From an optimization exercise on the open Yosys and OpenROAD flow, aimed at small area, a short achievable clock period and few clock cycles per item; shortcuts taken in it are not production practice. The RTL was checked by simulation tests, not by an equivalence proof against the original design.

==> inputs of 03-01 <==
==> flow/design.v (excerpt) <==
module row_activity_bound_checker (
   input  logic        clock,
   input  logic        reset,
   input  logic        req_valid,
   output logic        req_ready,
   input  logic [31:0] req_coefficient,
   input  logic [31:0] req_var_low,
   input  logic        req_var_low_infinite,
   input  logic [31:0] req_var_high,
   input  logic        req_var_high_infinite,
   input  logic [31:0] req_row_low,
   input  logic        req_row_low_infinite,
   input  logic [31:0] req_row_high,
   input  logic        req_row_high_infinite,
   input  logic        req_last_term,
   output logic        rsp_valid,
   input  logic        rsp_ready,
   output logic [63:0] rsp_least_activity,
   output logic        rsp_min_unbounded,
   output logic [63:0] rsp_greatest_activity,
   output logic        rsp_max_unbounded,
   output logic [1:0]  rsp_verdict,
   input  logic        csr_write_en,
   input  logic [15:0] csr_write_data
);
clock: 10.0 ns
lec_check: 0
cap_margin: 20
core_margin: 2
core_utilization: 40
setup_slack_margin: 5
slew_margin: 20
synth_hierarchical: 1
tns_end_percent: 100
standard.sh (not shown) runs the stock make flow with config.mk's settings and CLKGATE_MAP_FILE= SYNTH_SCRIPT=/design/flow/synth_recipe.tcl, a recipe that flattens the netlist after the stock synthesis.
==> flow/flow/run.sh <==
#!/bin/bash
set -euo pipefail
MARGIN=${RABC_SETUP_MARGIN:-6.3}
if grep -q 'SETUP_SLACK_MARGIN=' standard.sh; then
   sed -e "s/SETUP_SLACK_MARGIN=[^ ]*/SETUP_SLACK_MARGIN=${MARGIN}/" standard.sh > standard_margin.sh
else
   sed -e "s/ \"\${@:-finish}\"/ SETUP_SLACK_MARGIN=${MARGIN} \"\${@:-finish}\"/" standard.sh > standard_margin.sh
fi
bash standard_margin.sh > flow_make.log 2>&1
==> 12-06: changes against 03-01 <==
--- a/flow/design.v
+++ b/flow/design.v
@@ -45,28 +45,34 @@
          d_one[i] = cx[2*i+1] ^ cx[2*i];
          d_two[i] = (cx[2*i+2] & !cx[2*i+1] & !cx[2*i]) | (!cx[2*i+2] & cx[2*i+1] & cx[2*i]);
       end
    end
    logic               s1_valid;
    logic [15:1]        s1_one;
    logic [15:0]        s1_two;
+   logic [15:0]        s1_one_n, s1_two_n, s1_neg_n;
    logic [31:0]        s1_coef;
    logic [31:0]        s1_b_min, s1_b_max;
    logic               s1_min_inf, s1_max_inf;
    logic signed [31:0] s1_row_low, s1_row_high;
    logic               s1_row_low_inf, s1_row_high_inf, s1_last;
    always_ff @(posedge clock) begin
       if (reset) begin
          s1_valid <= 1'b0;
       end else if (!hold) begin
          s1_valid <= accept;
       end
       if (!hold) begin
          s1_one          <= d_one[15:1];    
          s1_two          <= d_two;
+         s1_one_n        <= ~d_one;
+         s1_two_n        <= ~d_two;
+         for (int i = 0; i < 16; i++) begin
+            s1_neg_n[i]  <= !req_coefficient[2*i+1];
+         end
          s1_coef         <= req_coefficient;
          s1_b_min        <= req_coefficient[31] ? req_var_high : req_var_low;
          s1_b_max        <= req_coefficient[31] ? req_var_low : req_var_high;
          s1_min_inf      <= req_coefficient[31] ? req_var_high_infinite : req_var_low_infinite;
          s1_max_inf      <= req_coefficient[31] ? req_var_low_infinite : req_var_high_infinite;
          s1_row_low      <= req_row_low;
          s1_row_low_inf  <= req_row_low_infinite;
@@ -85,17 +91,17 @@
       c_mag       = s1_coef[30:0] ^ {31{s1_coef[31]}};
       significant = {c_mag, s1_coef[31]} > {15'd0, tolerance, 1'b0};
       for (int i = 0; i < 16; i++) begin
          mn_one[i] = (i == 0) ? s1_coef[0] : s1_one[i];
          mn_neg[i] = s1_coef[2*i+1];
       end
       mn_two  = s1_two;
-      mx_one  = mn_one;
-      mx_two  = mn_two;
-      mx_neg  = mn_neg;
+      mx_one  = ~s1_one_n;
+      mx_two  = ~s1_two_n;
+      mx_neg  = ~s1_neg_n;
       hi_eps  = 33'(s1_row_high) + tol_wide;
       lo_eps  = 33'(s1_row_low) - tol_wide;
    end
    wire [34:0] mn_bx = {{2{s1_b_min[31]}}, s1_b_min, 1'b0};
    wire [33:0] mn_pp0 = ({34{mn_one[0]}} & mn_bx[34:1] | {34{mn_two[0]}} & mn_bx[33:0]) ^ {34{mn_neg[0]}};
    wire mn_ppn0 = ~mn_pp0[33];
    wire [33:0] mn_pp1 = ({34{mn_one[1]}} & mn_bx[34:1] | {34{mn_two[1]}} & mn_bx[33:0]) ^ {34{mn_neg[1]}};
==> flow/flow/run.sh (replaced) <==
#!/bin/bash
set -euo pipefail
MARGIN=${RABC_SETUP_MARGIN:-5.4}
if grep -q 'SETUP_SLACK_MARGIN=' standard.sh; then
   sed -e "s/SETUP_SLACK_MARGIN=[^ ]*/SETUP_SLACK_MARGIN=${MARGIN}/" standard.sh > standard_margin.sh
else
   sed -e "s/ \"\${@:-finish}\"/ SETUP_SLACK_MARGIN=${MARGIN} \"\${@:-finish}\"/" standard.sh > standard_margin.sh
fi
bash standard_margin.sh > flow_make.log 2>&1
- CORE_UTILIZATION: 40 -> 55
==> metrics.cfg <==
[global_routing]
met1_usage = 0.564

[timing]
fmax_ghz = 0.199

[yosys]
yosysSeqAreaShare = 0.268
synthTopCellsByArea = fa_1 (26%), edfxtp_1 (23%), xnor2_1 (11%)

[worst_setup_path]
slowest_stage = fa_1

[status]
status = complete, no violations

[final_layout]
final_area_mm2 = 0.104

-- figures above: 12-06

==> metrics.cfg <==
[worst_setup_path]
crit_required_ns = 10.53
slowest_stage = xnor2_2
path_cells = buf_12, buf_12, buf_16, and2_4, fa_2, fa_1, ha_1, a21o_1, a21oi_2, o21ai_2, a21oi_2, o31ai_4, a21o_1, a21oi_2, o211ai_1, xnor2_2, a2111oi_4, a311o_1, buf_4

[route]
wirelength_met1_um = 155000
viasPerCell = 6.43

[floorplan]
tapCellCount = 2992

[timing]
fmax_ghz = 0.197

[status]
status = complete, no violations

[final_layout]
nNonClkBuffers = 1203
fin_util = 0.524

[yosys]
synthTopCellsByArea = fa_1 (27%), edfxtp_1 (22%), xnor2_1 (11%)

[global_routing]
met1_usage = 0.451

-- figures above: 03-01

Testbench counts of 03-01, summed over its fixed seeds: cycles 24,070, terms 24,046.
Testbench counts of 12-06, summed over its fixed seeds: cycles 24,070, terms 24,046.

==> static timing again, ports no longer ideal <==
The results above use ideal ports. As a check the final layouts listed here were re-extracted and re-timed, cells and wires unchanged.
Step 1: set_driving_cell puts a clkbuf_16 on clock and a buf_2 on each other input, an assumption about the parent block.
Step 2, shift: input delay + t, output delay - t, t = (earliest + latest rising clock arrival at the registers) / 2. This alone moves slack from input paths to output paths.
Slacks: no drivers / after step 1 / after step 2; pairs: no drivers / after step 1.
run	shift t [ns]	setup slack, ns	hold slack, ns	latest minus earliest clock arrival (ns)
03-01	0.849	4.934 / 4.934 / 4.934	0.446 / 0.446 / 0.446	0.090 / 0.090
12-06	0.849	4.978 / 4.978 / 4.875	0.430 / 0.430 / 0.430	0.079 / 0.079
After both steps every run listed still meets setup and hold. The setup slack of 12-06, which loses most, moves by 0.000 ns with the drivers and by -0.103 ns with both steps.
